Background: an optimization exercise with open tools, aiming at small area, a short achievable clock period and few clock cycles per item. Do not read the settings as production practice.
Only simulation tests tie the RTL to the original design; equivalence was not proved.
Power figures rest on the tool's default switching activity, not on a simulated workload.

==> flow/design.v <==
module board_dropsim_seq #(
    parameter int ROWS  = 20,
    parameter int COLS  = 10,
    parameter int ROW_W = 5,
    parameter int COL_W = 4
) (
    input  logic                 clk,
    input  logic                 rst_n,
    input  logic                 req_valid,
    output logic                 req_ready,
    input  logic [15:0]          req_piece,
    input  logic [COL_W-1:0]     req_col,
    input  logic [ROWS*COLS-1:0] req_board,
    output logic                 rsp_valid,
    input  logic                 rsp_ready,
    output logic                 rsp_ok,
    output logic [ROWS*COLS-1:0] rsp_board,
    output logic [ROW_W-1:0]     rsp_land_row,
    output logic [2:0]           rsp_lines
);
    localparam int BW = ROWS * COLS;
    logic [(1<<COL_W)-1:0]     dc;       
    logic [3:0]                pc;       
    logic [3:0]                pz;       
    logic [3:0][COLS-1:0]      s;        
    logic                      oob;
    logic [ROWS-1:0]           coll;     
    logic [ROWS-1:0]           lnd;      
    logic                      ok;
    logic [ROW_W-1:0]          land;
    logic [BW-1:0]             placed;
    always_comb begin
        for (int v = 0; v < (1 << COL_W); v++) dc[v] = (req_col == COL_W'(v));
        for (int i = 0; i < 4; i++) begin
            pc[i] = req_piece[i] | req_piece[4+i] | req_piece[8+i] | req_piece[12+i];
            pz[i] = |req_piece[4*i +: 4];
        end
        for (int k = 0; k < 4; k++) begin
            for (int j = 0; j < COLS; j++) begin
                s[k][j] = 1'b0;
                for (int i = 0; i < 4; i++)
                    if (j - i >= 0) s[k][j] = s[k][j] | (req_piece[4*k+i] & dc[j-i]);
            end
        end
        oob = 1'b0;
        for (int i = 0; i < 4; i++)
            for (int v = 0; v < (1 << COL_W); v++)
                if (v + i >= COLS) oob = oob | (pc[i] & dc[v]);
        for (int y = 0; y < ROWS; y++) begin
            coll[y] = 1'b0;
            for (int k = 0; k < 4; k++) begin
                if (y + k >= ROWS) coll[y] = coll[y] | pz[k];
                else coll[y] = coll[y] | (|(s[k] & req_board[(y+k)*COLS +: COLS]));
            end
        end
        ok = (|pz) & ~oob & ~coll[0];
        for (int y = 0; y < ROWS; y++) begin
            lnd[y] = ok & ((y == ROWS - 1) ? 1'b1 : coll[y+1]);
            for (int z = 1; z <= y; z++) lnd[y] = lnd[y] & ~coll[z];
        end
        land = '0;
        for (int y = 0; y < ROWS; y++)
            if (lnd[y]) land = land | ROW_W'(y);
        for (int r = 0; r < ROWS; r++) begin
            placed[r*COLS +: COLS] = req_board[r*COLS +: COLS];
            for (int k = 0; k < 4; k++)
                if (r - k >= 0)
                    placed[r*COLS +: COLS] = placed[r*COLS +: COLS] | ({COLS{lnd[r-k]}} & s[k]);
        end
    end
    logic             valid_q;
    logic             ok_q;
    logic [BW-1:0]    board_q;
    logic [ROW_W-1:0] land_q;
    logic [2:0]       lines_q;
    logic [ROWS-1:0]  full;
    logic [ROWS-1:0]  suf;      
    logic             clr;
    always_comb begin
        for (int r = 0; r < ROWS; r++) full[r] = &board_q[r*COLS +: COLS];
        suf[ROWS-1] = full[ROWS-1];
        for (int r = ROWS - 2; r >= 0; r--) suf[r] = suf[r+1] | full[r];
        clr       = ok_q & suf[0];
        rsp_valid = valid_q & ~clr;
        req_ready = ~valid_q | (rsp_valid & rsp_ready);
    end
    always_ff @(posedge clk or negedge rst_n) begin
        if (!rst_n) valid_q <= 1'b0;
        else if (req_ready) valid_q <= req_valid;
    end
    always_ff @(posedge clk) begin
        if (req_ready) begin
            board_q <= placed;
            ok_q    <= ok;
            land_q  <= land;
            lines_q <= '0;
        end else if (clr) begin
            for (int r = 0; r < ROWS; r++)
                if (suf[r])
                    board_q[r*COLS +: COLS] <= (r == 0) ? '0 : board_q[(r-1)*COLS +: COLS];
            lines_q <= lines_q + 3'd1;
        end
    end
    assign rsp_ok       = ok_q;
    assign rsp_board    = board_q;
    assign rsp_land_row = land_q;
    assign rsp_lines    = lines_q;
endmodule
export LEC_CHECK = 0
export CAP_MARGIN = 20
export CORE_MARGIN = 2
export CORE_UTILIZATION = 30
export CTS_BUF_LIST = sky130_fd_sc_hd__clkbuf_4 sky130_fd_sc_hd__clkbuf_8
export SLEW_MARGIN = 20
create_clock -name core_clock -period 12.0 [get_ports {clk}]
standard.sh (not shown) runs the stock make flow with config.mk's settings and CLKGATE_MAP_FILE= SYNTH_SCRIPT=/design/flow/synth_recipe.tcl, a recipe that flattens the netlist after the stock synthesis.
==> flow/flow/run.sh <==
#!/bin/bash
# Standard ORFS layout, with timing repair aimed below the clock period and
# port buffers from a fast buffer cell. Tool output goes to logs in this folder.
set -euo pipefail
export SETUP_SLACK_MARGIN=${MARGIN:-6}
export BUFFER_PORTS_ARGS="-buffer_cell sky130_fd_sc_hd__buf_1"
bash standard.sh > orfs_flow.log 2>&1
Testbench counts at the start, summed over its fixed seeds: cycles 2,020, items 2,000.
Then changed:
==> flow/run.sh (new file) <==
#!/bin/bash
# synth_recipe.tcl (not shown) runs the flow's synth.tcl, then flattens the netlist and writes it again
# the make line also repeats each setting of config.mk as NAME=value (left out here)
make -C /OpenROAD-flow-scripts/flow DESIGN_CONFIG=/design/flow/config.mk WORK_HOME=/design/flow/orfs CLKGATE_MAP_FILE= SYNTH_SCRIPT=/design/flow/synth_recipe.tcl finish
Settings changed: CTS_BUF_LIST sky130_fd_sc_hd__clkbuf_4 sky130_fd_sc_hd__clkbuf_8 to default.
removed: flow/flow/run.sh
removed: flow/standard.sh
=>
- clock-buffer cell count shrinks by 21
- worst setup slack gets worse by 2.9 ns
- sequential cell count does not change
- area after synthesis stays the same
- via count shrinks by 1.6%
- register-to-register slack gets worse by 0.96 ns
- final cell count shrinks by about 2.2%
- utilization grows by 2.2 points
- global-route usage grows by 2.3 points

---

// board_dropsim_seq: RTL as listed in full above, without the edits since
Settings: LEC_CHECK=0, CAP_MARGIN=20, CELL_PAD_IN_SITES_DETAIL_PLACEMENT=1, CELL_PAD_IN_SITES_GLOBAL_PLACEMENT=2, CORE_MARGIN=2, CORE_UTILIZATION=30, CTS_BUF_LIST=sky130_fd_sc_hd__clkbuf_4 sky130_fd_sc_hd__clkbuf_8, SLEW_MARGIN=20; clock period 12.0 ns.
==> flow/flow/run.sh <==
#!/bin/bash
# Standard ORFS layout, with timing repair aimed below the clock period and
# port buffers from a fast buffer cell. Tool output goes to logs in this folder.
set -euo pipefail
export SETUP_SLACK_MARGIN=${MARGIN:-6}
export BUFFER_PORTS_ARGS="-buffer_cell sky130_fd_sc_hd__buf_1"
bash standard.sh > orfs_flow.log 2>&1
The first run finished with timing, DRC and antenna clean.
Testbench counts at the start, summed over its fixed seeds: cycles 2,020, items 2,000.
Change:
--- a/flow/flow/run.sh
+++ b/flow/flow/run.sh
@@ -5 +5 @@
-export SETUP_SLACK_MARGIN=${MARGIN:-6}
+export SETUP_SLACK_MARGIN=${MARGIN:-5.75}
CELL_PAD_IN_SITES_DETAIL_PLACEMENT = default   (was 1)
CELL_PAD_IN_SITES_GLOBAL_PLACEMENT = default   (was 2)
Setup slack gets worse by 0.17 ns.
Synthesized cell count does not change.
Power decreases by 3.7%.
Global-route usage shrinks by 5.2 points.
Fmax shrinks by 2.7%.
Change:
--- a/flow/flow/run.sh
+++ b/flow/flow/run.sh
@@ -5 +5 @@
-export SETUP_SLACK_MARGIN=${MARGIN:-5.75}
+export SETUP_SLACK_MARGIN=${MARGIN:-6.25}
Critical path depth does not change.
Non-clock buffer count rises by 105.
Cell area grows by 8.1%.
Hold slack gets better by 0.010 ns.
Die area does not change.
Wire length climbs by 2.3%.
Change:
--- a/flow/flow/run.sh
+++ b/flow/flow/run.sh
@@ -5 +5 @@
-export SETUP_SLACK_MARGIN=${MARGIN:-6.25}
+export SETUP_SLACK_MARGIN=${MARGIN:-6}
CELL_PAD_IN_SITES_DETAIL_PLACEMENT = 1   (was default)
CELL_PAD_IN_SITES_GLOBAL_PLACEMENT = 2   (was default)
CTS_BUF_LIST = default   (was sky130_fd_sc_hd__clkbuf_4 sky130_fd_sc_hd__clkbuf_8)
Effect: The new run ran to the end with no violations; clock power is higher slightly; worst hold slack gets worse by 0.013 ns; non-clock buffer count drops by 76; maximum frequency fell by a few percent; final area fell by a few percent; routed wire length is higher by roughly a tenth.

static timing again, ports no longer ideal:
In the flow no input, the clock included, has a driving cell. The finished layouts below were timed again as built, in two steps. Step 1 (the two cells are an assumption about what drives the block):
set clk [get_ports {clk}]
set_driving_cell -lib_cell sky130_fd_sc_hd__clkbuf_16 $clk
set_driving_cell -lib_cell sky130_fd_sc_hd__buf_2 [delete_from_list [all_inputs] $clk]
Step 2, shift: input delay + t, output delay - t, t = (earliest + latest rising clock arrival at the registers) / 2. This alone moves slack from input paths to output paths. a / b / c = no drivers / after step 1 / after step 2; a / b = the first two.
run | shift t [ns] | slack for setup (ns) | worst hold slack (ns) | slew at the worst register clock pin (ns)
the first run of note 1 | 0.677 | 5.933 / 5.964 / 5.287 | 0.490 / 0.490 / 0.490 | 0.07 / 0.07
the second run of note 1 | 0.669 | 3.065 / 3.105 / 2.436 | 0.486 / 0.486 / 0.486 | 0.07 / 0.07
the first run of note 2 | 0.722 | 5.894 / 5.933 / 5.210 | 0.482 / 0.482 / 0.482 | 0.07 / 0.07
the second run of note 2 | 0.706 | 5.727 / 5.744 / 5.038 | 0.486 / 0.486 / 0.486 | 0.08 / 0.08
the third run of note 2 | 0.716 | 6.167 / 6.161 / 5.445 | 0.496 / 0.496 / 0.496 | 0.07 / 0.07
the fourth run of note 2 | 0.670 | 5.852 / 5.887 / 5.217 | 0.484 / 0.484 / 0.484 | 0.08 / 0.08
After both steps setup and hold are still met in every run listed. The setup slack of the third run of note 2, which loses most, moves by -0.006 ns with the drivers and by -0.722 ns with both steps.
